Source: an optimization exercise on an open RTL-to-GDS flow (aim: small area, a short achievable clock period and few clock cycles per item). Production flows keep margins and buffers that such runs may drop. RTL that was checked went through simulation tests only; none was proved equivalent to the original. For runs 1 and 7, only the layout was checked, not whether the RTL still works. Power and IR drop assume default switching activity.

==> flow/config.mk <==
export PLATFORM = sky130hd
export DESIGN_NAME = riscv_multicycle
export DESIGN_NICKNAME = riscv_multicycle
export VERILOG_FILES = /design/flow/design.v
export SDC_FILE = /design/flow/constraint.sdc
export NUM_CORES = 4
export LEC_CHECK = 0
export CAP_MARGIN = 20
export CELL_PAD_IN_SITES_DETAIL_PLACEMENT = 1
export CORE_MARGIN = 2
export CORE_UTILIZATION = 30
export PLACE_DENSITY = 0.4
export SETUP_SLACK_MARGIN = 4.5
export SLEW_MARGIN = 20
export SYNTH_HIERARCHICAL = 1
export TNS_END_PERCENT = 10
==> flow/run.sh <==
#!/bin/bash
# synth_recipe.tcl (not shown) runs the flow's synth.tcl, then flattens the netlist and writes it again
# the make line also repeats each setting of config.mk as NAME=value (left out here)
make -C /OpenROAD-flow-scripts/flow DESIGN_CONFIG=/design/flow/config.mk WORK_HOME=/design/flow/orfs CLKGATE_MAP_FILE= SYNTH_SCRIPT=/design/flow/synth_recipe.tcl finish
==> flow/constraint.sdc <==
create_clock -name core_clock -period 9.0 [get_ports {clk}]
set_input_delay 1.8000 -clock core_clock [delete_from_list [all_inputs] [get_ports {clk}]]
set_output_delay 1.8000 -clock core_clock [all_outputs]
set_load 0.01 [all_outputs]
==> flow/design.v <==
module riscv_multicycle #(
  parameter int unsigned  N        = 32,
  parameter logic [N-1:0] RESET_PC = '0
) (
  input  logic                clk,
  input  logic                rst,
  output logic                mem_req,
  output logic                mem_we,
  output logic [N-1:0]        mem_addr,
  output logic [N-1:0]        mem_wdata,
  input  logic [N-1:0]        mem_rdata,
  input  logic                mem_ready,
  output logic                retire,
  output logic                trap,
  output logic [N-1:0]        pc_out
);
  localparam logic [6:0] OP_LOAD   = 7'b0000011;
  localparam logic [6:0] OP_STORE  = 7'b0100011;
  localparam logic [6:0] OP_R      = 7'b0110011;
  localparam logic [6:0] OP_IMM    = 7'b0010011;
  localparam logic [6:0] OP_BRANCH = 7'b1100011;
  localparam logic [6:0] OP_JAL    = 7'b1101111;
  logic [N-1:0] r_pc4;     
  logic [N-1:0] r_tgt;     
  logic [11:0]  r_dlo;     
  logic [N-13:0] r_dhi;    
  logic [N-13:0] r_dalt;   
  logic         r_bdh, r_bda, r_bdl, r_bt, r_bs;
  logic [N-1:0] r_a;       
  logic [N-1:0] r_p;       
  logic         r_c0;      
  logic [4:0]   r_rd;
  logic         r_ld, r_jal, r_wb, r_sub, r_and, r_or, r_slt;
  logic         r_ag;      
  logic         r_dm;      
  logic         r_we;      
  logic         r_ret;     
  logic         r_ill;     
  logic [N-1:0] r_rf [1:31];
  logic [31:1]  r_v;       
  logic [31*N-1:0] w_rf;
  always_comb
    for (int k = 1; k < 32; k++) w_rf[(k-1)*N +: N] = r_rf[k];
  logic [N-1:0] w_res;
  rv_alu #(.N(N)) u_alu (
    .p(r_p), .a(r_a), .c0(r_c0), .op_and(r_and), .op_or(r_or), .op_slt(r_slt),
    .op_jal(r_jal), .pc4(r_pc4), .res(w_res)
  );
  logic [N-1:0] w_fa;      
  rv_bus #(.N(N)) u_bus (
    .sdh(r_bdh), .sda(r_bda), .sdl(r_bdl), .st(r_bt), .ss(r_bs),
    .dlo(r_dlo), .dhi(r_dhi), .dalt(r_dalt), .x(r_tgt), .y(r_pc4), .q(mem_addr)
  );
  assign w_fa = r_bt ? r_tgt : r_pc4;
  assign mem_req   = ~r_ill & ~r_ag;
  assign mem_we    = r_we;
  assign mem_wdata = r_p;
  assign retire    = r_ret;
  assign trap      = r_ill;
  assign pc_out    = r_pc4;
  logic w_facc, w_dacc;
  assign w_facc = mem_ready & ~r_dm & ~r_ill;
  assign w_dacc = mem_ready & r_dm & ~r_ag;
  logic [6:0] d_op, d_f7;
  logic [2:0] d_f3;
  logic [4:0] d_rd, d_rs1, d_rs2;
  logic       d_ld, d_st, d_r, d_i, d_br, d_jal, d_alu3, d_legal;
  logic [N-1:0] d_immi, d_imms, d_immb, d_immj;
  assign d_op  = mem_rdata[6:0];
  assign d_rd  = mem_rdata[11:7];
  assign d_f3  = mem_rdata[14:12];
  assign d_rs1 = mem_rdata[19:15];
  assign d_rs2 = mem_rdata[24:20];
  assign d_f7  = mem_rdata[31:25];
  assign d_alu3  = (d_f3 == 3'b000) || (d_f3 == 3'b111) || (d_f3 == 3'b110) || (d_f3 == 3'b010);
  assign d_ld    = (d_op == OP_LOAD)  && (d_f3 == 3'b010);
  assign d_st    = (d_op == OP_STORE) && (d_f3 == 3'b010);
  assign d_r     = (d_op == OP_R) && (((d_f7 == 7'b0000000) && d_alu3) ||
                                      ((d_f7 == 7'b0100000) && (d_f3 == 3'b000)));
  assign d_i     = (d_op == OP_IMM) && d_alu3;
  assign d_br    = (d_op == OP_BRANCH) && (d_f3 == 3'b000);
  assign d_jal   = (d_op == OP_JAL);
  assign d_legal = d_ld | d_st | d_r | d_i | d_br | d_jal;
  logic d_kmem;
  assign d_kmem = ~d_op[6] & ~d_op[4];    
  assign d_immi = {{(N-12){mem_rdata[31]}}, mem_rdata[31:20]};
  assign d_imms = {{(N-12){mem_rdata[31]}}, mem_rdata[31:25], mem_rdata[11:7]};
  assign d_immb = {{(N-13){mem_rdata[31]}}, mem_rdata[31], mem_rdata[7], mem_rdata[30:25],
                   mem_rdata[11:8], 1'b0};
  assign d_immj = {{(N-21){mem_rdata[31]}}, mem_rdata[31], mem_rdata[19:12], mem_rdata[20],
                   mem_rdata[30:21], 1'b0};
  logic         w_fwd1, w_fwd2, w_haz;
  logic [N-1:0] w_rfa, w_rfb, w_opa, w_opb;
  assign w_fwd1 = r_wb && (d_rs1 == r_rd);
  assign w_fwd2 = r_wb && (d_rs2 == r_rd);
  assign w_haz  = (d_ld | d_st) && w_fwd1;
  rv_rdport #(.N(N)) u_rda (
    .sel(d_rs1), .valid(r_v), .regs(w_rf), .ovr(r_ag), .alt(r_a), .q(w_rfa)
  );
  rv_rdport #(.N(N)) u_rdb (
    .sel(d_rs2), .valid(r_v), .regs(w_rf), .ovr(1'b0), .alt({N{1'b0}}), .q(w_rfb)
  );
  assign w_opa = w_fwd1 ? w_res : w_rfa;
  assign w_opb = w_fwd2 ? w_res : w_rfb;
  logic         d_sub;
  logic [N-1:0] w_bsel, w_bx;
  assign d_sub  = (d_r && d_f7[5] && (d_f3 == 3'b000)) || ((d_r || d_i) && (d_f3 == 3'b010));
  assign w_bsel = d_i ? d_immi : w_opb;
  assign w_bx   = d_sub ? ~w_bsel : w_bsel;
  logic [N-1:0] w_ap;
  assign w_ap   = w_opa ^ w_bx;
  logic [N-1:0] w_tgt;
  logic [11:0]  w_dlo;
  logic [N-13:0] w_dalt;
  logic         w_bdh, w_bda;
  logic [11:0]  w_offs;
  always_comb begin
    if (r_ag)          w_offs = r_tgt[11:0];
    else if (d_op[5])  w_offs = d_imms[11:0];
    else               w_offs = d_immi[11:0];
  end
  assign w_tgt = w_fa + (d_op[2] ? d_immj : d_immb);
  rv_agen #(.N(N)) u_dad (.a(w_rfa), .off(w_offs), .en(r_ag | d_kmem), .lo(w_dlo), .alt(w_dalt),
                          .sh(w_bdh), .sa(w_bda));
  logic w_eq0, w_eq1, w_eq2, w_take;
  rv_eq   #(.N(N)) u_eq0 (.a(w_rfa), .b(w_rfb), .eq(w_eq0));
  rv_eq   #(.N(N)) u_eq1 (.a(w_res), .b(w_rfb), .eq(w_eq1));
  rv_eq   #(.N(N)) u_eq2 (.a(w_rfa), .b(w_res), .eq(w_eq2));
  rv_take u_take (.eq0(w_eq0), .eq1(w_eq1), .eq2(w_eq2), .fwd1(w_fwd1), .fwd2(w_fwd2),
                  .jal(d_op[6] & d_op[2]), .br(d_op[6] & ~d_op[2]), .take(w_take));
  logic         w_we;
  logic [N-1:0] w_wd;
  assign w_we = r_wb | (r_ld & r_dm);
  assign w_wd = r_ld ? mem_rdata : w_res;
  always_ff @(posedge clk) begin
    for (int k = 1; k < 32; k++)
      if (w_we && r_rd == 5'(k)) r_rf[k] <= w_wd;
  end
  always_ff @(posedge clk or negedge rst) begin
    if (!rst) r_v <= '0;
    else
      for (int k = 1; k < 32; k++)
        if (w_we && r_rd == 5'(k)) r_v[k] <= 1'b1;
  end
  always_ff @(posedge clk) begin
    if (w_facc) begin
      r_a   <= w_opa;
      r_p   <= d_st ? w_opb : (w_ap ^ {{(N-1){1'b0}}, d_sub});
      r_c0  <= w_ap[0] ? d_sub : w_opa[0];
      r_rd  <= d_rd;
      r_tgt <= {w_tgt[N-1:12], w_haz ? w_offs : w_tgt[11:0]};
    end
    if (w_facc | r_ag) begin
      r_dlo  <= w_dlo;
      r_dhi  <= w_rfa[N-1:12];
      r_dalt <= w_dalt;
    end
  end
  always_ff @(posedge clk or negedge rst) begin
    if (!rst) begin
      r_pc4  <= RESET_PC;
      r_bdh  <= 1'b0;
      r_bda  <= 1'b0;
      r_bdl  <= 1'b0;
      r_bt   <= 1'b0;
      r_bs   <= 1'b1;
      r_ld   <= 1'b0;
      r_jal  <= 1'b0;
      r_wb   <= 1'b0;
      r_sub  <= 1'b0;
      r_and  <= 1'b0;
      r_or   <= 1'b0;
      r_slt  <= 1'b0;
      r_ag   <= 1'b0;
      r_dm   <= 1'b0;
      r_we   <= 1'b0;
      r_ret  <= 1'b0;
      r_ill  <= 1'b0;
    end else begin
      r_ret <= 1'b0;
      if (w_facc) begin
        r_pc4  <= w_fa + N'(4);
        r_bt   <= w_take;
        r_bs   <= ~(d_kmem | w_take);
        r_bdh  <= w_bdh;
        r_bda  <= w_bda;
        r_bdl  <= d_kmem;
        r_ld   <= d_ld;
        r_jal  <= d_jal;
        r_wb   <= (d_r | d_i | d_jal) && (d_rd != 5'd0);
        r_sub  <= d_sub;
        r_and  <= (d_f3 == 3'b111);
        r_or   <= (d_f3 == 3'b110);
        r_slt  <= (d_f3 == 3'b010);
        r_ag   <= w_haz;
        r_dm   <= d_ld | d_st;
        r_we   <= d_st;
        r_ret  <= d_r | d_i | d_br | d_jal;
        r_ill  <= !d_legal;
      end else if (r_ag) begin
        r_ag   <= 1'b0;
        r_bdh  <= w_bdh;
        r_bda  <= w_bda;
      end else if (w_dacc) begin
        r_bdh  <= 1'b0;
        r_bda  <= 1'b0;
        r_bdl  <= 1'b0;
        r_bs   <= 1'b1;
        r_dm   <= 1'b0;
        r_we   <= 1'b0;
        r_ret  <= 1'b1;
      end
    end
  end
endmodule
module rv_alu #(
  parameter int unsigned N = 32
) (
  input  logic [N-1:0] p,
  input  logic [N-1:0] a,
  input  logic         c0,
  input  logic         op_and,
  input  logic         op_or,
  input  logic         op_slt,
  input  logic         op_jal,
  input  logic [N-1:0] pc4,
  output logic [N-1:0] res
);
  logic [N-1:0] sum;
  logic         lt;
  rv_addpg #(.N(N)) u_add (.p({p[N-1:1], 1'b0}), .k({a[N-1:1], c0}), .s(sum), .co());
  assign lt = p[N-1] ? sum[N-1] : a[N-1];
  always_comb begin
    if (op_jal)      res = pc4;
    else if (op_and) res = a & ~p;
    else if (op_or)  res = a | p;
    else if (op_slt) res = {{(N-1){1'b0}}, lt};
    else             res = {sum[N-1:1], p[0]};
  end
endmodule
module rv_addpg #(
  parameter int unsigned N = 32
) (
  input  logic [N-1:0] p,
  input  logic [N-1:0] k,
  output logic [N-1:0] s,
  output logic         co
);
  logic [N-1:0] c, t;
  always_comb begin
    c = k;
    t = p;
    for (int d = 1; d < N; d = d * 2)
      for (int i = N - 1; i >= d; i = i - 1) begin
        c[i] = t[i] ? c[i-d] : c[i];
        t[i] = t[i] & t[i-d];
      end
    s  = p ^ {c[N-2:0], 1'b0};
    co = c[N-1];
  end
endmodule
module rv_rdport #(
  parameter int unsigned N = 32
) (
  input  logic [4:0]      sel,
  input  logic [31:1]     valid,
  input  logic [31*N-1:0] regs,
  input  logic            ovr,
  input  logic [N-1:0]    alt,
  output logic [N-1:0]    q
);
  logic [31:0]     oh;
  logic [32*N-1:0] d;
  logic [4*N-1:0]  gq;
  always_comb begin
    oh[0] = ovr;
    for (int k = 1; k < 32; k++) oh[k] = (sel == 5'(k)) && valid[k] && !ovr;
  end
  assign d = {regs, alt};
  for (genvar g = 0; g < 4; g++) begin : grp
    rv_ao8n #(.N(N)) u_ao (.s(oh[8*g +: 8]), .d(d[8*g*N +: 8*N]), .qn(gq[g*N +: N]));
  end
  assign q = ~(gq[0 +: N] & gq[N +: N] & gq[2*N +: N] & gq[3*N +: N]);
endmodule
module rv_ao8n #(
  parameter int unsigned N = 32
) (
  input  logic [7:0]     s,
  input  logic [8*N-1:0] d,
  output logic [N-1:0]   qn
);
  logic [N-1:0] q;
  always_comb begin
    q = '0;
    for (int j = 0; j < 8; j++) q = q | ({N{s[j]}} & d[j*N +: N]);
  end
  assign qn = ~q;
endmodule
module rv_eq #(
  parameter int unsigned N = 32
) (
  input  logic [N-1:0] a,
  input  logic [N-1:0] b,
  output logic         eq
);
  assign eq = (a == b);
endmodule
module rv_take (
  input  logic eq0,
  input  logic eq1,
  input  logic eq2,
  input  logic fwd1,
  input  logic fwd2,
  input  logic jal,
  input  logic br,
  output logic take
);
  logic eq;
  always_comb begin
    case ({fwd1, fwd2})
      2'b00:   eq = eq0;
      2'b10:   eq = eq1;
      2'b01:   eq = eq2;
      default: eq = 1'b1;
    endcase
    take = jal | (br & eq);
  end
endmodule
module rv_bus #(
  parameter int unsigned N = 32
) (
  input  logic          sdh,
  input  logic          sda,
  input  logic          sdl,
  input  logic          st,
  input  logic          ss,
  input  logic [11:0]   dlo,
  input  logic [N-13:0] dhi,
  input  logic [N-13:0] dalt,
  input  logic [N-1:0]  x,
  input  logic [N-1:0]  y,
  output logic [N-1:0]  q
);
  assign q[11:0]   = ({12{sdl}} & dlo) | ({12{st}} & x[11:0]) | ({12{ss}} & y[11:0]);
  assign q[N-1:12] = ({(N-12){sdh}} & dhi) | ({(N-12){sda}} & dalt) |
                     ({(N-12){st}} & x[N-1:12]) | ({(N-12){ss}} & y[N-1:12]);
endmodule
module rv_agen #(
  parameter int unsigned N = 32
) (
  input  logic [N-1:0]  a,
  input  logic [11:0]   off,
  input  logic          en,
  output logic [11:0]   lo,
  output logic [N-13:0] alt,
  output logic          sh,
  output logic          sa
);
  localparam int unsigned H = N - 12;
  logic         co;
  logic [H-1:0] h, k, z;
  rv_addpg #(.N(12)) u_lo (.p(a[11:0] ^ off), .k({a[11:1], a[0] & off[0]}), .s(lo), .co(co));
  assign sa  = en & (co ^ off[11]);
  assign sh  = en & ~(co ^ off[11]);
  always_comb begin
    h = a[N-1:12];
    k = h ^ {H{off[11]}};
    z = k;
    for (int d = 1; d < H; d = d * 2)
      for (int i = H - 1; i >= d; i = i - 1)
        z[i] = z[i] & z[i-d];
    alt = h ^ {z[H-2:0], 1'b1};
  end
endmodule
==> impl_metrics.json, run 1 <==
{
  "max_cap_viol_count": 0,
  "fp.coreArea_mm2": 0.204,
  "wire_per_inst_um": 36.9,
  "row_count": 166,
  "grt_pass1_wl_um": 403000,
  "grtUsageMet2_pct": 44.0,
  "critPathArrivalTime_ns": 5.37,
  "use_met3_pct": 4.27,
  "finalClockSkew_ns": 0.0307,
  "hold_buffers": 0,
  "worstSkewPairLatency_ns": 0.82,
  "grt_setup_unrepaired": "yes",
  "maxSlewHeadroom_pct": 33.2,
  "cp_max_fo": 32,
  "hp-start": "r_and",
  "finalNonFillerCells": 8082,
  "layout_commonest_cell": "edfxtp_1",
  "drt_iter0_drc": 5550,
  "r2r-start": "r_p[1]",
  "path_cells": "buf_8 > nor4b_4 > and3_1 > buf_12 > a22oi_1 > and4_2 > nand4_1 > buf_4 > xor2_1 > nor4_1 > nand4_1 > nor2_1 > mux2i_1 > o311ai_2 > o21ai_1 > o21a_1",
  "crit_top_cell": "nand4_1",
  "seqPwrFrac_pct": 43.0,
  "critPathLaunchType": "input pin",
  "root_buffer": "clkbuf_16",
  "tightestPinTransition_ns": 1.00,
  "drc": 0,
  "cp.buffers_inverters": 3,
  "final_antenna_net_count": 0,
  "die_area_mm2": 0.208,
  "switching_share_pct": 30.7,
  "gp_congestion": 0.903,
  "postSynthCellCount": 4731,
  "grt_pass1_vias": 48635,
  "dr.pass1.iters": 6,
  "crit_start": "mem_rdata[24]",
  "cts-htree-levels": 4,
  "clk_path_buf_depth": 3,
  "area_delta_synth_final_pct": 24.5,
  "p_switching_w": 0.00509,
  "p_leak_nw": 24.6,
  "grt_usage_pct": 27.4,
  "cts_made_buffers": 144,
  "syn_avg_cell_area_um2": 13.0,
  "vias": 49230,
  "hold-path-cell-count": 2,
  "setup_viol": 0,
  "hold_class": "flip-flop to flip-flop",
  "die_w_um": 456,
  "peakVddDrop_v": 0.000136,
  "crit_slowest_cell": "nor4_1",
  "cp.required_ns": 9.74,
  "crit_family": "simple AND/OR/NAND/NOR gates",
  "clk_transition_reported_paths_ns": 0.06,
  "finalMaxSlewViolations": 0,
  "cp_slowest_stage_delay_ns": 0.38,
  "grt_util_met1_pct": 36.6,
  "r2r_cells": 18,
  "synth_area_mm2": 0.0614,
  "grt_max_degree": 65,
  "fill_cells": 21272,
  "end_kind": "flip-flop",
  "path_depth": 16,
  "cts.sinks": 1225,
  "fin_crit_ns": 4.63,
  "vias_per_cell": 6.09,
  "max_freq_mhz": 216,
  "pwr-share-clk_pct": 35.3,
  "grt_overflow_total": 0,
  "io_pins": 135,
  "fin_crit_sh_pct": 51.4,
  "regArea_mm2": 0.0364,
  "mostFrequentLayoutCells": "1146 x edfxtp_1, 1050 x a22oi_1, 382 x buf_4",
  "pwr-share-comb_pct": 21.7,
  "drt-total-wl_um": 298000,
  "hold_viol": 0,
  "p_total_w": 0.0166,
  "layout-drive-gt1-share_pct": 23.3,
  "placedCellCount": 7434,
  "synth-warning-count": 15,
  "initial_core_util_pct": 30.1,
  "intPower_w": 0.0115,
  "cts_tree": "built",
  "status": "timing/DRC/antenna clean",
  "portBuffers": 134,
  "path_class": "input pin to flip-flop",
  "final_nets": 5348,
  "die_h_um": 456,
  "finalSetupTns_ns": 0,
  "top_usage_layer": "met2",
  "hpwlAfterDp_um": 190000,
  "p_per_area_mw_per_mm2": 217,
  "multi_input_area_mm2": 0.0247,
  "antenna_found_initial": 15
}
[worst min-delay path: stages, from the launching register on]
cell and delay (ns):
dfrtp_1 0.34, nand2_1 0.05, o21ai_0 0.06
[per-stage QoR]
stage	utilization [%]	instance area (um2)	hold slack [ns]	setup WS [ns]
final	37.5	76400	0.490	4.37
after global routing	37.5	76400	0.521	4.36
after CTS	36.5	74400	0.487	4.37
after detailed placement	32.4	66000	0.471	1.17
after global placement	32.4	66000	0.464	0.995
after floorplan	-	61700	0.445	4.35
[power groups by stage]
stage,sequential [W],clock [W],combinational [W]
6_report,0.00713,0.00585,0.00360
4_1_cts,0.00714,0.00595,0.00343
2_1_floorplan,0.00713,0,0.00183
3_3_place_gp,0.00725,0,0.00319
5_1_grt,0.00715,0.00615,0.00382
3_5_place_dp,0.00725,0,0.00323
[final cells by class]
cell class                 count  area share, %
antenna                        3        0.00982
multi-input combinational   3145           32.3
clock buffer                 172           4.95
clock inverter                85           1.03
sequential                  1225           47.6
timing repair buffer         671           9.19
tap                         2688           4.40
inverter                      93          0.460
[state kept, by name, summed over array words and instances (netlist names), 5 cells and up]
signal	cells
r_a	32
r_p	32
r_v	31
r_dlo	12
r_rd	5
r_rf	992
r_dalt	20
r_pc4	32
r_dhi	20
r_tgt	32
[per-layer routing]
| metal | vias to the layer above | share of wire [%] |
|---|---|---|
| li1 | 20330 | - |
| met1 | 26033 | 42 |
| met2 | 2315 | 47 |
| met3 | 540 | 7.0 |
| met4 | 12 | 4.6 |
| met5 | - | 0.026 |
[path summary, 6_finish.rpt]
path / to / slack, ns
worst max-delay path: r_bs / 4.37
worst min-delay path: r_and / 0.49
worst max register to register: r_bs / 4.57
worst min register to register: r_and / 0.49
max in group asynchronous: r_v[16] / 6.81
min in group asynchronous: r_pc4[29] / 1.03
[timing repair]
item | 4_1_cts | 5_1_grt
setup endpoints to repair | 493 | 142
pin swaps | 117 | 76
buffers inserted | 268 | 91
resized for setup | 293 | 252
gates cloned | 19 | 10
==> run 2: changes to the inputs <==
--- a/flow/design.v
+++ b/flow/design.v
@@ -25,7 +25,8 @@
   logic [11:0]  r_dlo;     
   logic [N-13:0] r_dhi;    
   logic [N-13:0] r_dalt;   
-  logic         r_bdh, r_bda, r_bdl, r_bt, r_bs;
+  logic         r_dsel;    
+  logic         r_take;    
   logic [N-1:0] r_a;       
   logic [N-1:0] r_p;       
   logic         r_c0;      
@@ -48,12 +49,12 @@
   );
   logic [N-1:0] w_fa;      
   rv_bus #(.N(N)) u_bus (
-    .sdh(r_bdh), .sda(r_bda), .sdl(r_bdl), .st(r_bt), .ss(r_bs),
-    .dlo(r_dlo), .dhi(r_dhi), .dalt(r_dalt), .x(r_tgt), .y(r_pc4), .q(mem_addr)
+    .m(r_dm), .dsel(r_dsel), .dlo(r_dlo), .dhi(r_dhi), .dalt(r_dalt),
+    .t(r_take), .x(r_tgt), .y(r_pc4), .q(w_fa)
   );
-  assign w_fa = r_bt ? r_tgt : r_pc4;
   assign mem_req   = ~r_ill & ~r_ag;
   assign mem_we    = r_we;
+  assign mem_addr  = w_fa;
   assign mem_wdata = r_p;
   assign retire    = r_ret;
   assign trap      = r_ill;
@@ -81,8 +82,6 @@
   assign d_br    = (d_op == OP_BRANCH) && (d_f3 == 3'b000);
   assign d_jal   = (d_op == OP_JAL);
   assign d_legal = d_ld | d_st | d_r | d_i | d_br | d_jal;
-  logic d_kmem;
-  assign d_kmem = ~d_op[6] & ~d_op[4];    
   assign d_immi = {{(N-12){mem_rdata[31]}}, mem_rdata[31:20]};
   assign d_imms = {{(N-12){mem_rdata[31]}}, mem_rdata[31:25], mem_rdata[11:7]};
   assign d_immb = {{(N-13){mem_rdata[31]}}, mem_rdata[31], mem_rdata[7], mem_rdata[30:25],
@@ -112,22 +111,17 @@
   logic [N-1:0] w_tgt;
   logic [11:0]  w_dlo;
   logic [N-13:0] w_dalt;
-  logic         w_bdh, w_bda;
+  logic         w_dsel;
   logic [11:0]  w_offs;
+  logic         w_eq;
   always_comb begin
     if (r_ag)          w_offs = r_tgt[11:0];
     else if (d_op[5])  w_offs = d_imms[11:0];
     else               w_offs = d_immi[11:0];
   end
   assign w_tgt = w_fa + (d_op[2] ? d_immj : d_immb);
-  rv_agen #(.N(N)) u_dad (.a(w_rfa), .off(w_offs), .en(r_ag | d_kmem), .lo(w_dlo), .alt(w_dalt),
-                          .sh(w_bdh), .sa(w_bda));
-  logic w_eq0, w_eq1, w_eq2, w_take;
-  rv_eq   #(.N(N)) u_eq0 (.a(w_rfa), .b(w_rfb), .eq(w_eq0));
-  rv_eq   #(.N(N)) u_eq1 (.a(w_res), .b(w_rfb), .eq(w_eq1));
-  rv_eq   #(.N(N)) u_eq2 (.a(w_rfa), .b(w_res), .eq(w_eq2));
-  rv_take u_take (.eq0(w_eq0), .eq1(w_eq1), .eq2(w_eq2), .fwd1(w_fwd1), .fwd2(w_fwd2),
-                  .jal(d_op[6] & d_op[2]), .br(d_op[6] & ~d_op[2]), .take(w_take));
+  rv_agen #(.N(N)) u_dad (.a(w_rfa), .off(w_offs), .lo(w_dlo), .alt(w_dalt), .sel(w_dsel));
+  rv_eq   #(.N(N)) u_eq  (.a(w_opa), .b(w_opb), .eq(w_eq));
   logic         w_we;
   logic [N-1:0] w_wd;
   assign w_we = r_wb | (r_ld & r_dm);
@@ -154,16 +148,13 @@
       r_dlo  <= w_dlo;
       r_dhi  <= w_rfa[N-1:12];
       r_dalt <= w_dalt;
+      r_dsel <= w_dsel;
     end
   end
   always_ff @(posedge clk or negedge rst) begin
     if (!rst) begin
       r_pc4  <= RESET_PC;
-      r_bdh  <= 1'b0;
-      r_bda  <= 1'b0;
-      r_bdl  <= 1'b0;
-      r_bt   <= 1'b0;
-      r_bs   <= 1'b1;
+      r_take <= 1'b0;
       r_ld   <= 1'b0;
       r_jal  <= 1'b0;
       r_wb   <= 1'b0;
@@ -180,11 +171,7 @@
       r_ret <= 1'b0;
       if (w_facc) begin
         r_pc4  <= w_fa + N'(4);
-        r_bt   <= w_take;
-        r_bs   <= ~(d_kmem | w_take);
-        r_bdh  <= w_bdh;
-        r_bda  <= w_bda;
-        r_bdl  <= d_kmem;
+        r_take <= d_jal | (d_br & w_eq);
         r_ld   <= d_ld;
         r_jal  <= d_jal;
         r_wb   <= (d_r | d_i | d_jal) && (d_rd != 5'd0);
@@ -199,13 +186,7 @@
         r_ill  <= !d_legal;
       end else if (r_ag) begin
         r_ag   <= 1'b0;
-        r_bdh  <= w_bdh;
-        r_bda  <= w_bda;
       end else if (w_dacc) begin
-        r_bdh  <= 1'b0;
-        r_bda  <= 1'b0;
-        r_bdl  <= 1'b0;
-        r_bs   <= 1'b1;
         r_dm   <= 1'b0;
         r_we   <= 1'b0;
         r_ret  <= 1'b1;
@@ -305,63 +286,35 @@
 );
   assign eq = (a == b);
 endmodule
-module rv_take (
-  input  logic eq0,
-  input  logic eq1,
-  input  logic eq2,
-  input  logic fwd1,
-  input  logic fwd2,
-  input  logic jal,
-  input  logic br,
-  output logic take
-);
-  logic eq;
-  always_comb begin
-    case ({fwd1, fwd2})
-      2'b00:   eq = eq0;
-      2'b10:   eq = eq1;
-      2'b01:   eq = eq2;
-      default: eq = 1'b1;
-    endcase
-    take = jal | (br & eq);
-  end
-endmodule
 module rv_bus #(
   parameter int unsigned N = 32
 ) (
-  input  logic          sdh,
-  input  logic          sda,
-  input  logic          sdl,
-  input  logic          st,
-  input  logic          ss,
+  input  logic          m,
+  input  logic          dsel,
   input  logic [11:0]   dlo,
   input  logic [N-13:0] dhi,
   input  logic [N-13:0] dalt,
+  input  logic          t,
   input  logic [N-1:0]  x,
   input  logic [N-1:0]  y,
   output logic [N-1:0]  q
 );
-  assign q[11:0]   = ({12{sdl}} & dlo) | ({12{st}} & x[11:0]) | ({12{ss}} & y[11:0]);
-  assign q[N-1:12] = ({(N-12){sdh}} & dhi) | ({(N-12){sda}} & dalt) |
-                     ({(N-12){st}} & x[N-1:12]) | ({(N-12){ss}} & y[N-1:12]);
+  assign q = m ? {dsel ? dalt : dhi, dlo} : (t ? x : y);
 endmodule
 module rv_agen #(
   parameter int unsigned N = 32
 ) (
   input  logic [N-1:0]  a,
   input  logic [11:0]   off,
-  input  logic          en,
   output logic [11:0]   lo,
   output logic [N-13:0] alt,
-  output logic          sh,
-  output logic          sa
+  output logic          sel
 );
   localparam int unsigned H = N - 12;
   logic         co;
   logic [H-1:0] h, k, z;
   rv_addpg #(.N(12)) u_lo (.p(a[11:0] ^ off), .k({a[11:1], a[0] & off[0]}), .s(lo), .co(co));
-  assign sa  = en & (co ^ off[11]);
-  assign sh  = en & ~(co ^ off[11]);
+  assign sel = co ^ off[11];
   always_comb begin
     h = a[N-1:12];
     k = h ^ {H{off[11]}};
--- a/flow/config.mk
+++ b/flow/config.mk
@@ -10,7 +10,7 @@
 export CORE_MARGIN = 2
 export CORE_UTILIZATION = 30
 export PLACE_DENSITY = 0.4
-export SETUP_SLACK_MARGIN = 4.5
+export SETUP_SLACK_MARGIN = 4.25
 export SLEW_MARGIN = 20
 export SYNTH_HIERARCHICAL = 1
 export TNS_END_PERCENT = 10
==> impl_metrics.json, run 2 <==
{
  "status": "timing/DRC/antenna clean",
  "max_freq_mhz": 204,
  "drt_iter0_drc": 4274,
  "largest_reg_flops": 992,
  "grt_max_degree": 77,
  "path_cells": "clkbuf_4 > and2b_4 > and3_1 > buf_4 > a22oi_1 > and4_2 > nand4_1 > mux2i_2 > inv_2 > xor2_4 > nor4_4 > nand4_1 > nor2_1 > inv_1 > o21a_1 > o31ai_2",
  "gp_congestion": 0.866,
  "crit_family": "simple AND/OR/NAND/NOR gates",
  "max_cap_viol_count": 0,
  "grt_pass1_wl_um": 364000,
  "cts_tree": "built",
  "cts-htree-levels": 4,
  "hold_class": "flip-flop to flip-flop",
  "postSynthCellCount": 4583,
  "worst_slack_ns": 4.10,
  "finalSetupTns_ns": 0,
  "layout_commonest_cell": "edfxtp_1",
  "crit_slowest_cell": "nor4_4",
  "grt_setup_unrepaired": "yes",
  "vias_per_cell": 5.89,
  "root_buffer": "clkbuf_16",
  "fin_crit_ns": 4.90,
  "die_w_um": 453,
  "layout-drive-gt1-share_pct": 20.2,
  "synth-warning-count": 14,
  "path_class": "input pin to flip-flop",
  "cp.buffers_inverters": 4,
  "row_count": 164,
  "whs_ns": 0.494,
  "area_delta_synth_final_pct": 19.3,
  "setup_viol": 0,
  "synth_area_mm2": 0.0606,
  "hpwlAfterDp_um": 184000,
  "final_antenna_net_count": 0,
  "maxSlewHeadroom_pct": 23.2,
  "io_pins": 135,
  "critPathLaunchType": "input pin",
  "vias": 45451,
  "crit_top_cell": "nand4_1",
  "final_nets": 5012,
  "grt_usage_pct": 24.9,
  "clk_transition_reported_paths_ns": 0.06,
  "mostFrequentLayoutCells": "1147 x edfxtp_1, 1014 x a22oi_1, 304 x buf_4",
  "fp.coreArea_mm2": 0.200,
  "finalClockSkew_ns": 0.0360,
  "dp_slack_ns": 1.25,
  "dr.pass1.iters": 6,
  "die_area_mm2": 0.206,
  "end_kind": "flip-flop",
  "cts_made_buffers": 144,
  "cp.required_ns": 9.71,
  "drc": 0,
  "cp_slowest_stage_delay_ns": 0.46,
  "wire_per_inst_um": 34.2,
  "fin_crit_sh_pct": 54.4,
  "tightestPinTransition_ns": 1.15,
  "cts.sinks": 1222,
  "p_per_area_mw_per_mm2": 200,
  "grt_overflow_total": 0,
  "initial_core_util_pct": 30.3,
  "antenna_found_initial": 12,
  "finalMaxSlewViolations": 0,
  "top_register": "r_rf",
  "die_h_um": 453,
  "drt-total-wl_um": 264000,
  "portBuffers": 134,
  "peakVddDrop_v": 0.000132,
  "cp_max_fo": 32,
  "hold_viol": 0,
  "p_leak_nw": 22.8,
  "hold_buffers": 0,
  "grt_pass1_vias": 45846,
  "critPathArrivalTime_ns": 5.61,
  "clk_path_buf_depth": 3,
  "worstSkewPairLatency_ns": 0.82,
  "syn_avg_cell_area_um2": 13.2
}
[run 2: report_power, final]
group / switching, W / total [W] / internal, W
clock network: 0.00250 / 0.00582 / 0.00332
logic: 0.00132 / 0.00179 / 0.000466
registers: 0.0000723 / 0.00684 / 0.00677
[run 2: area by class of cell]
type	instances	area [um2]
diodes	4	10.0
repair buffers	491	4440
multi-input cells	2979	23200
clock buffers	174	3790
well taps	2656	3320
inverters	106	400
flip-flops and latches	1222	36300
fillers	20902	128000
clock inverters	81	757
[run 2: worst paths after layout]
| check | start | end | slack (ns) | cells after the start |
|---|---|---|---|---|
| max in group asynchronous | rst | r_take | 6.86 | 2 |
| min | r_and | r_and | 0.49 | 2 |
| max reg2reg | r_a[1] | r_take | 4.21 | 21 |
| min reg2reg | r_and | r_and | 0.49 | 2 |
| min in group asynchronous | rst | r_pc4[8] | 0.96 | 1 |
| max | mem_rdata[20] | r_take | 4.10 | 16 |
[run 2: worst register-to-register path, cell delays in order (launching register included)]
cell and delay (ns):
edfxtp_1 0.50, mux2i_4 0.33, o221ai_4 0.18, a311o_2 0.55, nand3_4 0.20, a2111oi_4 0.09, buf_4 0.19, o221ai_2 0.19
xnor2_1 0.11, nand2_1 0.07, a21oi_1 0.08, o31ai_2 0.30, o21ai_2 0.16, mux2i_1 0.25, inv_1 0.11, xor2_1 0.24
nor4_4 0.46, nand4_1 0.16, nor2_1 0.13, inv_1 0.05, o21a_1 0.19, o31ai_2 0.16
[run 2: per-layer routing]
| metal | track usage [%] | part of all wire (%) |
|---|---|---|
| met3 | 3.44 | 5.5 |
| met4 | 8.26 | 3.3 |
| met2 | 41.8 | 48 |
| met5 | 0 | 0.014 |
| met1 | 33.0 | 43 |
[run 2: what timing repair did]
item | 4_1_cts | 5_1_grt
endpoints found under the setup margin | 208 | 72
resized for setup | 297 | 71
setup buffers | 134 | 14
endpoints found under the hold margin | 0 | 0
pin swaps | 73 | 22
cloned | 3 | 2
[run 2: through the flow]
stage	total power (W)	util (%)	area (um2)	instances
floorplan	0.00782	-	60700	4620
global placement	0.00865	32.6	65200	7300
detailed placement	0.00867	32.6	65300	7301
CTS	0.0146	35.9	71800	7693
global route	0.0149	36.1	72200	7709
finish	0.0145	36.1	72300	7713
Testbench counts of run 2, summed over its fixed seeds: cycles 90,854, retired 72,013.
==> run 3: changes to the inputs <==
--- a/flow/config.mk
+++ b/flow/config.mk
@@ -10,7 +10,7 @@
 export CORE_MARGIN = 2
 export CORE_UTILIZATION = 30
 export PLACE_DENSITY = 0.4
-export SETUP_SLACK_MARGIN = 4.25
+export SETUP_SLACK_MARGIN = 4.75
 export SLEW_MARGIN = 20
 export SYNTH_HIERARCHICAL = 1
 export TNS_END_PERCENT = 10
==> impl_metrics.json, run 3 <==
{
  "max_freq_mhz": 209,
  "grt_overflow_total": 0,
  "die_w_um": 453,
  "cts_tree": "built",
  "cp.buffers_inverters": 6,
  "worstSkewPairLatency_ns": 0.82,
  "final_antenna_net_count": 0,
  "fp.coreArea_mm2": 0.200,
  "synth-warning-count": 14,
  "grt_max_degree": 77,
  "largest_reg_flops": 992,
  "antenna_found_initial": 14,
  "whs_ns": 0.492,
  "maxSlewHeadroom_pct": 21.6,
  "dp_slack_ns": 1.25,
  "drc": 0,
  "top_register": "r_rf",
  "layout-drive-gt1-share_pct": 24.5,
  "grt_pass1_wl_um": 373000,
  "cp_slowest_stage_delay_ns": 0.45,
  "grt_pass1_vias": 46708,
  "max_cap_viol_count": 0,
  "dr.pass1.iters": 6,
  "initial_core_util_pct": 30.3,
  "postSynthCellCount": 4583,
  "finalMaxSlewViolations": 0,
  "wire_per_inst_um": 34.5,
  "cts.sinks": 1222,
  "path_cells": "buf_6 > buf_6 > and4bb_2 > and3_4 > buf_12 > buf_12 > a22oi_2 > and4_4 > nand4_1 > mux2i_2 > inv_2 > xor2_4 > nor4_4 > nand4_1 > nor2_1 > inv_1 > o21a_1 > o31ai_2",
  "root_buffer": "clkbuf_16",
  "crit_family": "simple AND/OR/NAND/NOR gates",
  "crit_slowest_cell": "nor4_4",
  "gp_congestion": 0.866,
  "clk_path_buf_depth": 3,
  "syn_avg_cell_area_um2": 13.2,
  "portBuffers": 134,
  "cts-htree-levels": 4,
  "path_class": "input pin to flip-flop",
  "worst_slack_ns": 4.22,
  "final_nets": 5132,
  "layout_commonest_cell": "edfxtp_1",
  "io_pins": 135,
  "cts_made_buffers": 144,
  "finalSetupTns_ns": 0,
  "r2r-start": "r_a[1]",
  "die_area_mm2": 0.206,
  "mostFrequentLayoutCells": "1147 x edfxtp_1, 981 x a22oi_1, 342 x buf_4",
  "p_per_area_mw_per_mm2": 194,
  "synth_area_mm2": 0.0606,
  "cp.required_ns": 9.71,
  "finalClockSkew_ns": 0.0332,
  "crit_start": "mem_rdata[22]",
  "vias": 46175,
  "hold_viol": 0,
  "p_leak_nw": 23.9,
  "drt_iter0_drc": 4534,
  "hp-start": "r_and",
  "tightestPinTransition_ns": 1.18,
  "setup_viol": 0,
  "critPathArrivalTime_ns": 5.48,
  "area_delta_synth_final_pct": 23.5,
  "peakVddDrop_v": 0.000132,
  "status": "timing/DRC/antenna clean",
  "grt_setup_unrepaired": "yes",
  "cp_max_fo": 8,
  "vias_per_cell": 5.90,
  "drt-total-wl_um": 270000,
  "fin_crit_ns": 4.78,
  "clk_transition_reported_paths_ns": 0.06,
  "die_h_um": 453,
  "end_kind": "flip-flop",
  "grt_usage_pct": 25.6,
  "fin_crit_sh_pct": 53.1,
  "hpwlAfterDp_um": 184000,
  "row_count": 164,
  "hold_class": "flip-flop to flip-flop",
  "critPathLaunchType": "input pin"
}
## run 3: layout make-up
cell class / count / area, um2
clock buffer: 174 / 3790
fill: 20746 / 125000
timing repair buffer: 609 / 6130
clock inverter: 81 / 757
multi-input combinational: 2981 / 24100
sequential: 1222 / 36300
inverter: 106 / 400
antenna: 3 / 7.51
tap: 2656 / 3320
## run 3: metrics by stage
| stage | util [%] | power, W | cells | area, um2 |
|---|---|---|---|---|
| after floorplan | - | 0.00782 | 4620 | 60700 |
| after global placement | 32.6 | 0.00865 | 7300 | 65200 |
| after detailed placement | 32.6 | 0.00867 | 7301 | 65300 |
| after CTS | 37.1 | 0.0146 | 7798 | 74200 |
| after global routing | 37.4 | 0.0150 | 7829 | 74800 |
| final | 37.4 | 0.0146 | 7832 | 74800 |
## run 3: worst paths after layout
| check | cells after the start | end | slack [ns] |
|---|---|---|---|
| worst max-delay path | 18 | r_take | 4.22 |
| worst min-delay path | 2 | r_and | 0.49 |
| worst max register to register | 18 | r_take | 4.41 |
| worst min register to register | 2 | r_and | 0.49 |
| max in group asynchronous | 2 | r_take | 6.85 |
| min in group asynchronous | 1 | r_pc4[8] | 0.97 |
## run 3: what timing repair did
action / 4_1_cts / 5_1_grt
buffers inserted: 229 / 29
setup endpoints to repair: 595 / 116
cloned: 13 / 2
gates resized for setup: 625 / 82
hold buffers: 0 / 0
pin swaps: 150 / 39
## run 3: tightest hold or removal path, stage by stage, from the launching register on
cell,delay (ns)
dfrtp_1,0.34
nand2_1,0.05
o21ai_0,0.06
## run 3: routing by layer
metal | track usage, % | share of wire, % | routed length [um]
met1 | 33.3 | 42 | 115000
met3 | 3.51 | 5.4 | 14500
met4 | 8.60 | 3.6 | 9650
met5 | 0 | 0.012 | 33
met2 | 43.5 | 49 | 131000
## run 3: power by group
group | leakage (nW) | switching [W] | internal, W | total (W)
combinational | 10.3 | 0.00137 | 0.000523 | 0.00189
sequential | 11.4 | 0.0000713 | 0.00677 | 0.00684
clock | 2.24 | 0.00250 | 0.00332 | 0.00582
==> run 4: changes to the inputs <==
--- a/flow/config.mk
+++ b/flow/config.mk
@@ -9,8 +9,10 @@
 export CELL_PAD_IN_SITES_DETAIL_PLACEMENT = 1
 export CORE_MARGIN = 2
 export CORE_UTILIZATION = 30
+export CTS_CLUSTER_DIAMETER = 60
+export CTS_CLUSTER_SIZE = 20
 export PLACE_DENSITY = 0.4
-export SETUP_SLACK_MARGIN = 4.75
+export SETUP_SLACK_MARGIN = 4.5
 export SLEW_MARGIN = 20
 export SYNTH_HIERARCHICAL = 1
 export TNS_END_PERCENT = 10
==> impl_metrics.json, run 4 <==
{
  "root_buffer": "clkbuf_16",
  "cts.sinks": 1222,
  "final_nets": 5053,
  "synth-warning-count": 14,
  "end_kind": "flip-flop",
  "p_switching_w": 0.00398,
  "vias": 45667,
  "cp.required_ns": 9.69,
  "status": "timing/DRC/antenna clean",
  "hold_buffers": 0,
  "intPower_w": 0.0106,
  "pwr-share-clk_pct": 40.4,
  "finalClockSkew_ns": 0.0418,
  "grt_pass1_vias": 46041,
  "fin_crit_ns": 4.73,
  "hold_viol": 0,
  "fp.coreArea_mm2": 0.200,
  "switching_share_pct": 27.3,
  "postSynthCellCount": 4583,
  "die_area_mm2": 0.206,
  "die_w_um": 453,
  "r2r_slack_ns": 4.32,
  "drt_iter0_drc": 4460,
  "peakVddDrop_v": 0.000174,
  "cts_tree": "built",
  "r2r_cells": 18,
  "cp_max_fo": 12,
  "final_antenna_net_count": 0,
  "top_register": "r_rf",
  "grt_max_degree": 77,
  "critPathLaunchType": "input pin",
  "grt_pass1_wl_um": 367000,
  "max_freq_mhz": 211,
  "layout-drive-gt1-share_pct": 22.3,
  "drc": 0,
  "drt-total-wl_um": 266000,
  "endpoint": "r_take",
  "die_h_um": 453,
  "worstSkewPairLatency_ns": 0.81,
  "area_delta_synth_final_pct": 20.9,
  "setup_viol": 0,
  "row_count": 164,
  "r2r-start": "r_a[1]",
  "hpwlAfterDp_um": 184000,
  "grt_overflow_total": 0,
  "wire_per_inst_um": 34.4,
  "finalMaxSlewViolations": 0,
  "syn_avg_cell_area_um2": 13.2,
  "p_leak_nw": 23.2,
  "clk_path_buf_depth": 3,
  "cts_made_buffers": 133,
  "whs_ns": 0.490,
  "fill_cells": 20834,
  "finalSetupTns_ns": 0,
  "cts-htree-levels": 4,
  "tightestPinTransition_ns": 1.16,
  "max_cap_viol_count": 0,
  "rr_endpoint": "r_take",
  "crit_start": "mem_rdata[23]",
  "hold_class": "flip-flop to flip-flop",
  "maxSlewHeadroom_pct": 22.8,
  "pwr-share-comb_pct": 12.6,
  "p_per_area_mw_per_mm2": 199,
  "worst_slack_ns": 4.27,
  "gp_congestion": 0.866,
  "seqPwrFrac_pct": 46.9,
  "p_total_w": 0.0146,
  "grt_usage_pct": 25.1,
  "path_class": "input pin to flip-flop",
  "io_pins": 135,
  "dp_slack_ns": 1.25,
  "clk_transition_reported_paths_ns": 0.05,
  "vias_per_cell": 5.90,
  "synth_area_mm2": 0.0606,
  "fin_crit_sh_pct": 52.5,
  "grt_setup_unrepaired": "yes",
  "portBuffers": 134,
  "layout_commonest_cell": "edfxtp_1",
  "dr.pass1.iters": 6,
  "antenna_found_initial": 8,
  "initial_core_util_pct": 30.3,
  "largest_reg_flops": 992,
  "mostFrequentLayoutCells": "1147 x edfxtp_1, 1008 x a22oi_1, 335 x buf_4",
  "critPathArrivalTime_ns": 5.42
}
==> run 4: area by class of cell <==
class	count	area, um2	share of cell area [%]
Antenna cell	1	2.50	0.00342
Clock buffer	158	3590	4.90
Clock inverter	80	1000	1.37
Inverter	106	400	0.547
Multi-Input combinational cell	2981	23600	32.2
Sequential cell	1222	36300	49.6
Tap cell	2656	3320	4.54
Timing Repair Buffer	541	5040	6.88
==> run 4: how the worst min path moves through the flow <==
stage	startpoint	endpoint	slack, ns	cells after the start
floorplan	r_v[10]	r_v[10]	0.45	1
global placement	r_and	r_and	0.46	2
detailed placement	r_v[5]	r_v[5]	0.46	1
CTS	r_and	r_and	0.49	2
global route	r_v[5]	r_v[5]	0.51	1
finish	r_and	r_and	0.49	2
==> run 4: through the flow <==
stage                     util (%)  area (um2)  instances
after floorplan                  -       60700       4620
after global routing          36.6       73200       7744
final                         36.6       73200       7745
after detailed placement      32.6       65300       7301
after CTS                     36.2       72500       7707
after global placement        32.6       65200       7300
==> run 4: worst max-delay path, stage by stage <==
cell	delay [ns]
buf_6	0.14
buf_12	0.15
and4b_2	0.29
and3_4	0.19
buf_12	0.15
a22oi_2	0.21
and4_4	0.30
nand4_1	0.37
mux2i_2	0.34
inv_2	0.10
xor2_4	0.20
nor4_4	0.43
nand4_1	0.16
nor2_1	0.16
inv_1	0.06
o21a_1	0.17
o31ai_2	0.16
==> run 4: repair_timing <==
item / CTS / global route
pin swaps: 97 / 47
gates cloned: 5 / 4
resized for setup: 408 / 105
endpoints found under the setup margin: 379 / 73
setup buffers: 163 / 33
==> run 4: power groups by stage <==
stage | Combinational, W | Sequential [W] | Clock, W
after floorplan | 0.000902 | 0.00692 | 0
after global placement | 0.00169 | 0.00696 | 0
after detailed placement | 0.00171 | 0.00696 | 0
after CTS | 0.00179 | 0.00684 | 0.00602
after global routing | 0.00195 | 0.00684 | 0.00621
final | 0.00184 | 0.00684 | 0.00589
==> run 4: routing by layer <==
layer	up-vias	part of all wire (%)	track usage, %
met5	-	0.013	0
met4	6	3.9	8.69
met3	374	5.5	3.38
met2	1642	48	42.2
met1	24210	43	33.2
li1	19435	-	-
==> run 5: changes to the inputs <==
--- a/flow/config.mk
+++ b/flow/config.mk
@@ -9,10 +9,8 @@
 export CELL_PAD_IN_SITES_DETAIL_PLACEMENT = 1
 export CORE_MARGIN = 2
 export CORE_UTILIZATION = 30
-export CTS_CLUSTER_DIAMETER = 60
-export CTS_CLUSTER_SIZE = 20
 export PLACE_DENSITY = 0.4
 export SETUP_SLACK_MARGIN = 4.5
 export SLEW_MARGIN = 20
 export SYNTH_HIERARCHICAL = 1
-export TNS_END_PERCENT = 10
+export TNS_END_PERCENT = 2
==> impl_metrics.json, run 5 <==
{
  "status": "timing/DRC/antenna clean",
  "utilization_pct": 36.4,
  "synth_area_mm2": 0.0606,
  "fill_cells": 20859,
  "dp_slack_ns": 1.25,
  "antenna_found_initial": 14,
  "vias": 45625,
  "die_h_um": 453,
  "grt_setup_unrepaired": "yes",
  "area_delta_synth_final_pct": 20.5,
  "cts_made_buffers": 144,
  "io_pins": 135,
  "crit_slowest_cell": "nor4_4",
  "gp_congestion": 0.866,
  "root_buffer": "clkbuf_16",
  "layout_commonest_cell": "edfxtp_1",
  "mostFrequentLayoutCells": "1147 x edfxtp_1, 1007 x a22oi_1, 324 x buf_4",
  "fin_crit_ns": 4.75,
  "portBuffers": 134,
  "cts_tree": "built",
  "wire_per_inst_um": 34.2,
  "drc": 0,
  "cp_max_fo": 15,
  "tightestPinTransition_ns": 1.16,
  "synth-warning-count": 14,
  "drt-total-wl_um": 265000,
  "cp_slowest_stage_delay_ns": 0.44,
  "final_area_mm2": 0.0730,
  "hold_viol": 0,
  "initial_core_util_pct": 30.3,
  "largest_reg_flops": 992,
  "critPathArrivalTime_ns": 5.46,
  "die_area_mm2": 0.206,
  "row_count": 164,
  "drt_iter0_drc": 4319,
  "path_cells": "buf_4 > buf_6 > and4bb_2 > and3_4 > buf_12 > buf_12 > a22oi_2 > and4_4 > nand4_1 > mux2i_2 > inv_2 > xor2_4 > nor4_4 > nand4_1 > nor2_1 > inv_1 > o21a_1 > o31ai_2",
  "fp.coreArea_mm2": 0.200,
  "peakVddDrop_v": 0.000132,
  "fin_crit_sh_pct": 52.8,
  "syn_avg_cell_area_um2": 13.2,
  "placed_area_mm2": 0.0653,
  "clk_path_buf_depth": 3,
  "cp.required_ns": 9.71,
  "p_total_w": 0.0145,
  "p_leak_nw": 23.1,
  "worst_slack_ns": 4.25,
  "worstSkewPairLatency_ns": 0.82,
  "end_kind": "flip-flop",
  "maxSlewHeadroom_pct": 22.5,
  "p_per_area_mw_per_mm2": 198,
  "postSynthCellCount": 4583,
  "finalSetupTns_ns": 0,
  "grt_pass1_wl_um": 366000,
  "grt_pass1_vias": 46067,
  "grt_max_degree": 77,
  "top_register": "r_rf",
  "max_freq_mhz": 211,
  "vias_per_cell": 5.89,
  "final_antenna_net_count": 0,
  "cts-htree-levels": 4,
  "finalClockSkew_ns": 0.0359,
  "setup_viol": 0,
  "finalMaxSlewViolations": 0,
  "hold_class": "flip-flop to flip-flop",
  "cts.sinks": 1222,
  "die_w_um": 453,
  "critPathLaunchType": "input pin",
  "path_class": "input pin to flip-flop",
  "layout-drive-gt1-share_pct": 21.6,
  "grt_usage_pct": 25.1,
  "grt_overflow_total": 0,
  "hold_buffers": 0,
  "final_nets": 5049,
  "hpwlAfterDp_um": 184000,
  "dr.pass1.iters": 6,
  "max_cap_viol_count": 0,
  "clk_transition_reported_paths_ns": 0.06
}
run 5: layout make-up:
class                   count  area [um2]  share of cell area (%)
repair buffers            528        4880                    6.69
clock inverters            81         757                    1.04
inverters                 106         400                   0.549
diodes                      3        7.51                  0.0103
clock buffers             174        3790                    5.19
multi-input cells        2979       23500                    32.2
flip-flops and latches   1222       36300                    49.8
well taps                2656        3320                    4.55
run 5: path summary, 6_finish.rpt:
| check | startpoint | to | slack (ns) | cells past startpoint |
|---|---|---|---|---|
| hold / removal | r_and | r_and | 0.49 | 2 |
| hold reg to reg | r_and | r_and | 0.49 | 2 |
| max in group asynchronous | rst | r_take | 6.86 | 2 |
| setup reg to reg | r_p[15] | r_take | 4.37 | 19 |
| setup / recovery | mem_rdata[22] | r_take | 4.25 | 18 |
| min in group asynchronous | rst | r_pc4[8] | 0.96 | 1 |
run 5: timing repair:
item | 4_1_cts | 5_1_grt
setup buffers | 160 | 25
cloned | 4 | 1
pin swaps | 98 | 31
gates resized for setup | 420 | 57
endpoints found under the setup margin | 396 | 74
hold endpoints to repair | 0 | 0
run 5: per-layer routing:
metal | track usage (%) | up-vias | share of wire (%)
met5 | 0 | - | 0.017
met4 | 8.28 | 8 | 3.4
met3 | 3.42 | 354 | 5.4
met2 | 42.2 | 1644 | 48
met1 | 33.2 | 24184 | 43
li1 | - | 19435 | -
run 5: worst max-delay path, delay by kind of cell:
family / cells / cell delay, ns
compound gates: 3 / 0.49
xor+xnor: 1 / 0.20
buf+inv: 6 / 0.76
mux: 1 / 0.35
simple gates: 7 / 1.84
run 5: power by group:
group | switching [W] | internal [W] | total (W)
clock | 0.00250 | 0.00332 | 0.00582
sequential | 0.0000706 | 0.00677 | 0.00684
combinational | 0.00134 | 0.000485 | 0.00182
run 5: per-stage QoR:
| step | hold WS, ns | std cells |
|---|---|---|
| floorplan | 0.446 | 4620 |
| global placement | 0.462 | 7300 |
| detailed placement | 0.464 | 7301 |
| CTS | 0.495 | 7720 |
| global route | 0.508 | 7746 |
| finish | 0.490 | 7749 |
==> run 6: changes to the inputs <==
--- a/flow/config.mk
+++ b/flow/config.mk
@@ -13,4 +13,4 @@
 export SETUP_SLACK_MARGIN = 4.5
 export SLEW_MARGIN = 20
 export SYNTH_HIERARCHICAL = 1
-export TNS_END_PERCENT = 2
+export TNS_END_PERCENT = 10
==> impl_metrics.json, run 6 <==
{
  "status": "timing/DRC/antenna clean",
  "synth_area_mm2": 0.0606,
  "path_cells": "buf_4 > bufbuf_16 > and4bb_2 > and3_4 > buf_12 > a22oi_1 > and4_1 > nand4_1 > mux2i_1 > inv_1 > xor2_1 > nor4_1 > nand4_1 > nor2_1 > inv_1 > o21a_1 > o31ai_2",
  "peakVddDrop_v": 0.000132,
  "p_per_area_mw_per_mm2": 197,
  "final_nets": 5077,
  "syn_avg_cell_area_um2": 13.2,
  "worstSkewPairLatency_ns": 0.82,
  "largest_reg_flops": 992,
  "fill_cells": 20843,
  "die_h_um": 453,
  "die_area_mm2": 0.206,
  "clk_path_buf_depth": 3,
  "mostFrequentLayoutCells": "1147 x edfxtp_1, 1004 x a22oi_1, 334 x buf_4",
  "hold_viol": 0,
  "p_total_w": 0.0145,
  "fp.coreArea_mm2": 0.200,
  "crit_slowest_cell": "and4_1",
  "hold_buffers": 0,
  "hpwlAfterDp_um": 184000,
  "drc": 0,
  "cp.buffers_inverters": 5,
  "crit_family": "simple AND/OR/NAND/NOR gates",
  "gp_congestion": 0.866,
  "grt_pass1_vias": 46125,
  "setup_viol": 0,
  "final_area_mm2": 0.0735,
  "drt_iter0_drc": 4542,
  "p_leak_nw": 23.4,
  "grt_overflow_total": 0,
  "max_freq_mhz": 210,
  "placedCellCount": 7301,
  "cts.sinks": 1222,
  "io_pins": 135,
  "critPathArrivalTime_ns": 5.47,
  "final_antenna_net_count": 0,
  "finalSetupTns_ns": 0,
  "critPathLaunchType": "input pin",
  "top_register": "r_rf",
  "grt_max_degree": 77,
  "maxSlewHeadroom_pct": 21.9,
  "drt-total-wl_um": 267000,
  "grt_setup_unrepaired": "yes",
  "finalNonFillerCells": 7775,
  "layout_commonest_cell": "edfxtp_1",
  "row_count": 164,
  "root_buffer": "clkbuf_16",
  "antenna_found_initial": 14,
  "portBuffers": 134,
  "area_delta_synth_final_pct": 21.3,
  "finalClockSkew_ns": 0.0385,
  "dr.pass1.iters": 6,
  "initial_core_util_pct": 30.3,
  "postSynthCellCount": 4583,
  "max_cap_viol_count": 0,
  "cp.required_ns": 9.71,
  "cts_tree": "built",
  "cp_max_fo": 8,
  "end_kind": "flip-flop",
  "layout-drive-gt1-share_pct": 22.3,
  "die_w_um": 453,
  "vias_per_cell": 5.88,
  "synth-warning-count": 14,
  "path_class": "input pin to flip-flop",
  "vias": 45727,
  "placed_area_mm2": 0.0653,
  "fin_crit_sh_pct": 52.8,
  "hold_class": "flip-flop to flip-flop",
  "finalMaxSlewViolations": 0,
  "grt_pass1_wl_um": 367000,
  "tightestPinTransition_ns": 1.17,
  "clk_transition_reported_paths_ns": 0.06,
  "grt_usage_pct": 25.1,
  "cts_made_buffers": 144,
  "fin_crit_ns": 4.75,
  "cp_slowest_stage_delay_ns": 0.37,
  "wire_per_inst_um": 34.4,
  "cts-htree-levels": 4
}
[run 6: power breakdown]
part / switching [W] / internal [W] / leakage, nW
Combinational: 0.00134 / 0.000498 / 9.76
Sequential: 0.0000708 / 0.00677 / 11.4
Clock: 0.00250 / 0.00332 / 2.24
[run 6: path summary, 6_finish.rpt]
path                               startpoint        to  slack (ns)  cells after the start
worst max-delay path            mem_rdata[18]    r_take        4.25                     17
min in group asynchronous                 rst  r_pc4[8]        0.97                      1
worst max register to register        r_p[15]    r_take        4.34                     20
max in group asynchronous                 rst    r_take        6.87                      2
worst min-delay path                    r_and     r_and        0.49                      2
worst min register to register          r_and     r_and        0.49                      2
[run 6: what timing repair did]
| item | 4_1_cts | 5_1_grt |
|---|---|---|
| hold endpoints to repair | 0 | 0 |
| buffers inserted | 162 | 45 |
| cloned | 5 | 6 |
| pin swaps | 101 | 46 |
| resized for setup | 432 | 99 |
| setup endpoints to repair | 396 | 71 |
[run 6: cell type report]
class	instances	area [um2]	share of cell area [%]
clock buffers	174	3790	5.16
repair buffers	552	5230	7.12
multi-input cells	2983	23600	32.2
well taps	2656	3320	4.52
flip-flops and latches	1222	36300	49.4
inverters	106	400	0.545
clock inverters	81	757	1.03
diodes	1	2.50	0.00341
[run 6: through the flow]
| stage | hold slack, ns | worst slack [ns] | util (%) |
|---|---|---|---|
| 2_1_floorplan | 0.446 | 4.42 | - |
| 3_3_place_gp | 0.462 | 0.926 | 32.6 |
| 3_5_place_dp | 0.464 | 1.25 | 32.6 |
| 4_1_cts | 0.495 | 4.36 | 36.2 |
| 5_1_grt | 0.506 | 4.21 | 36.7 |
| 6_report | 0.492 | 4.25 | 36.7 |
[run 6: routing by layer]
layer | vias to the layer above | global-route usage, % | part of all wire, %
met3 | 347 | 3.42 | 5.4
met1 | 24270 | 33.2 | 43
met4 | 8 | 8.48 | 3.5
li1 | 19487 | - | -
met2 | 1615 | 42.3 | 48
met5 | - | 0 | 0.017
[run 6: worst register-to-register path: cells and delay by family (launching register included)]
kind,cells,cell delay (ns)
AO/OA/AOI/OAI,8,1.96
XOR/XNOR,2,0.28
buffers and inverters,4,0.52
flip-flops,1,0.64
multiplexers,1,0.07
AND/OR/NAND/NOR,5,1.11
==> run 7: changes to the inputs <==
--- a/flow/design.v
+++ b/flow/design.v
@@ -113,7 +113,6 @@
   logic [N-13:0] w_dalt;
   logic         w_dsel;
   logic [11:0]  w_offs;
-  logic         w_eq;
   always_comb begin
     if (r_ag)          w_offs = r_tgt[11:0];
     else if (d_op[5])  w_offs = d_imms[11:0];
@@ -121,7 +120,12 @@
   end
   assign w_tgt = w_fa + (d_op[2] ? d_immj : d_immb);
   rv_agen #(.N(N)) u_dad (.a(w_rfa), .off(w_offs), .lo(w_dlo), .alt(w_dalt), .sel(w_dsel));
-  rv_eq   #(.N(N)) u_eq  (.a(w_opa), .b(w_opb), .eq(w_eq));
+  logic w_eq0, w_eq1, w_eq2, w_take;
+  rv_eq   #(.N(N)) u_eq0 (.a(w_rfa), .b(w_rfb), .eq(w_eq0));
+  rv_eq   #(.N(N)) u_eq1 (.a(w_res), .b(w_rfb), .eq(w_eq1));
+  rv_eq   #(.N(N)) u_eq2 (.a(w_rfa), .b(w_res), .eq(w_eq2));
+  rv_take u_take (.eq0(w_eq0), .eq1(w_eq1), .eq2(w_eq2), .fwd1(w_fwd1), .fwd2(w_fwd2),
+                  .jal(d_op[6] & d_op[2]), .br(d_op[6] & ~d_op[2]), .take(w_take));
   logic         w_we;
   logic [N-1:0] w_wd;
   assign w_we = r_wb | (r_ld & r_dm);
@@ -171,7 +175,7 @@
       r_ret <= 1'b0;
       if (w_facc) begin
         r_pc4  <= w_fa + N'(4);
-        r_take <= d_jal | (d_br & w_eq);
+        r_take <= w_take;
         r_ld   <= d_ld;
         r_jal  <= d_jal;
         r_wb   <= (d_r | d_i | d_jal) && (d_rd != 5'd0);
@@ -286,6 +290,27 @@
 );
   assign eq = (a == b);
 endmodule
+module rv_take (
+  input  logic eq0,
+  input  logic eq1,
+  input  logic eq2,
+  input  logic fwd1,
+  input  logic fwd2,
+  input  logic jal,
+  input  logic br,
+  output logic take
+);
+  logic eq;
+  always_comb begin
+    case ({fwd1, fwd2})
+      2'b00:   eq = eq0;
+      2'b10:   eq = eq1;
+      2'b01:   eq = eq2;
+      default: eq = 1'b1;
+    endcase
+    take = jal | (br & eq);
+  end
+endmodule
 module rv_bus #(
   parameter int unsigned N = 32
 ) (
==> impl_metrics.json, run 7 <==
{
  "fp.coreArea_mm2": 0.202,
  "die_area_mm2": 0.207,
  "largest_reg_flops": 992,
  "dr.pass1.iters": 5,
  "cts-htree-levels": 4,
  "maxSlewHeadroom_pct": 28.9,
  "clk_transition_reported_paths_ns": 0.06,
  "critPathArrivalTime_ns": 2.81,
  "finalMaxSlewViolations": 0,
  "grt_max_degree": 78,
  "hold_buffers": 0,
  "path_class": "flip-flop to output port",
  "die_h_um": 455,
  "grt_pass1_vias": 46869,
  "p_leak_nw": 24.0,
  "worstSkewPairLatency_ns": 0.82,
  "fin_crit_sh_pct": 51.3,
  "tightestPinTransition_ns": 1.07,
  "antenna_found_initial": 10,
  "grt_pass1_wl_um": 371000,
  "grt_setup_unrepaired": "yes",
  "fill_cells": 21049,
  "root_buffer": "clkbuf_16",
  "synth-warning-count": 15,
  "finalSetupTns_ns": 0,
  "portBuffers": 134,
  "final_nets": 5217,
  "synth_area_mm2": 0.0612,
  "worst_slack_ns": 4.39,
  "grt_usage_pct": 24.9,
  "status": "timing/DRC/antenna clean",
  "fin_crit_ns": 4.61,
  "layout-drive-gt1-share_pct": 21.9,
  "layout_commonest_cell": "edfxtp_1",
  "setup_viol": 0,
  "drt_iter0_drc": 4990,
  "cp_max_fo": 20,
  "grt_overflow_total": 0,
  "drt-total-wl_um": 274000,
  "critPathLaunchType": "flip-flop",
  "gp_congestion": 0.870,
  "hpwlAfterDp_um": 184000,
  "cts.sinks": 1222,
  "utilization_pct": 37.2,
  "hold-path-cell-count": 1,
  "row_count": 165,
  "drc": 0,
  "cp.required_ns": 7.20,
  "peakVddDrop_v": 0.000140,
  "syn_avg_cell_area_um2": 13.1,
  "finalClockSkew_ns": 0.0375,
  "vias_per_cell": 5.90,
  "end_kind": "output port",
  "dp_slack_ns": 1.83,
  "vias": 46870,
  "max_cap_viol_count": 0,
  "r2r_cells": 20,
  "clk_path_buf_depth": 3,
  "hold_class": "flip-flop to flip-flop",
  "postSynthCellCount": 4679,
  "initial_core_util_pct": 30.2,
  "max_freq_mhz": 217,
  "io_pins": 135,
  "cts_tree": "built",
  "final_antenna_net_count": 0,
  "wire_per_inst_um": 34.5,
  "hold_viol": 0,
  "top_register": "r_rf",
  "mostFrequentLayoutCells": "1147 x edfxtp_1, 993 x a22oi_1, 347 x buf_4",
  "p_per_area_mw_per_mm2": 221,
  "area_delta_synth_final_pct": 23.1,
  "cts_made_buffers": 150,
  "die_w_um": 455
}
## run 7: changes by cell type in the layout (fill, tap and decap cells not counted), moves of 22 or more
cell / before / now
a21oi_1: 124 / 163
clkbuf_16: 149 / 171
xor2_1: 85 / 165
nor2_1: 68 / 114
o22ai_1: 37 / 6
o31ai_1: 5 / 35
a31oi_1: 40 / 10
buf_12: 34 / 63
inv_1: 100 / 75
o21ai_0: 71 / 96
## run 7: what timing repair did
item / CTS / global route
buffers inserted: 150 / 120
setup endpoints to repair: 478 / 94
pin swaps: 86 / 73
hold endpoints to repair: 0 / 0
resized for setup: 337 / 210
gates cloned: 2 / 18
## run 7: where the power goes
part	leakage (nW)	total, W	internal (W)	switching (W)
Sequential	11.4	0.00703	0.00687	0.000155
Clock	2.41	0.00617	0.00362	0.00255
Combinational	10.3	0.00341	0.00116	0.00226
Total	24.0	0.0166	0.0117	0.00496
## run 7: final timing paths
kind                                     end     from  slack [ns]
min in group asynchronous          r_pc4[24]      rst        1.01
worst min-delay path                 r_v[19]  r_v[19]        0.50
worst max register to register        r_take   r_p[1]        4.66
worst min register to register       r_v[19]  r_v[19]        0.50
max in group asynchronous            r_v[31]      rst        6.87
worst max-delay path            mem_addr[27]   r_dsel        4.39
## run 7: per-layer routing
metal	up-vias	share of wire, %	GRT usage, %
li1	19940	-	-
met1	24687	43	33.3
met2	1792	48	40.8
met3	447	5.3	3.31
met4	4	4.1	9.87
met5	-	0.0099	0
## run 7: final cells by class
type                       instances  area [um2]  share of cell area [%]
clock inverter                    91         883                    1.17
timing repair buffer             595        6110                    8.11
antenna                            4        10.0                  0.0133
clock buffer                     185        4040                    5.37
inverter                          76         288                   0.382
sequential                      1222       36300                    48.3
multi-input combinational       3104       24300                    32.3
tap                             2672        3340                    4.44
## run 7: critical path, stage by stage, from the launching register on
cell             delay, ns
edfxtp_1              0.37
clkbuf_8              0.31
mux2i_1               0.52
mux2i_2               0.23
clkdlybuf4s50_1       0.53
## run 7: metrics by stage
| step | instance area [um2] | power [W] | hold slack [ns] | instances |
|---|---|---|---|---|
| finish | 75300 | 0.0166 | 0.498 | 7949 |
| global route | 75300 | 0.0171 | 0.519 | 7945 |
| CTS | 72900 | 0.0166 | 0.488 | 7807 |
| detailed placement | 65700 | 0.0103 | 0.466 | 7379 |
| global placement | 65700 | 0.0102 | 0.467 | 7379 |
| floorplan | 61300 | 0.00879 | 0.446 | 4716 |

## static timing again, ports no longer ideal
How much do the figures lean on ideal ports? The routed layouts below were timed once more, with nothing changed but the port constraints.
Step 1 (the two cells are an assumption about what drives the block):
set clk [get_ports {clk}]
set_driving_cell -lib_cell sky130_fd_sc_hd__clkbuf_16 $clk
set_driving_cell -lib_cell sky130_fd_sc_hd__buf_2 [delete_from_list [all_inputs] $clk]
Step 2 also shifts input and output timing later by t, the mid clock arrival at the registers, as if the neighbouring blocks saw the same clock.
Slacks: ideal / step 1 / step 2; pairs: ideal / step 1.
run | t (ns) | slack for setup (ns) | hold WS [ns] | latest minus earliest clock arrival (ns) | slew at the worst register clock pin (ns)
run 1 | 0.892 | 4.370 / 4.311 / 3.419 | 0.490 / 0.490 / 0.490 | 0.032 / 0.032 | 0.07 / 0.07
run 2 | 0.895 | 4.101 / 4.089 / 3.264 | 0.494 / 0.494 / 0.494 | 0.036 / 0.036 | 0.07 / 0.07
run 3 | 0.891 | 4.225 / 4.271 / 3.380 | 0.492 / 0.492 / 0.492 | 0.035 / 0.034 | 0.06 / 0.06
run 4 | 0.887 | 4.271 / 4.283 / 3.445 | 0.490 / 0.490 / 0.490 | 0.043 / 0.043 | 0.08 / 0.08
run 5 | 0.895 | 4.251 / 4.310 / 3.422 | 0.490 / 0.490 / 0.490 | 0.037 / 0.037 | 0.07 / 0.07
run 6 | 0.900 | 4.245 / 4.310 / 3.410 | 0.492 / 0.492 / 0.492 | 0.038 / 0.038 | 0.06 / 0.06
run 7 | 0.897 | 4.386 / 4.292 / 3.412 | 0.498 / 0.498 / 0.498 | 0.039 / 0.038 | 0.07 / 0.07
After both steps setup and hold are still met in every run listed. For run 7, which loses most, drivers alone change the setup slack by -0.094 ns; drivers and shift together by -0.974 ns.
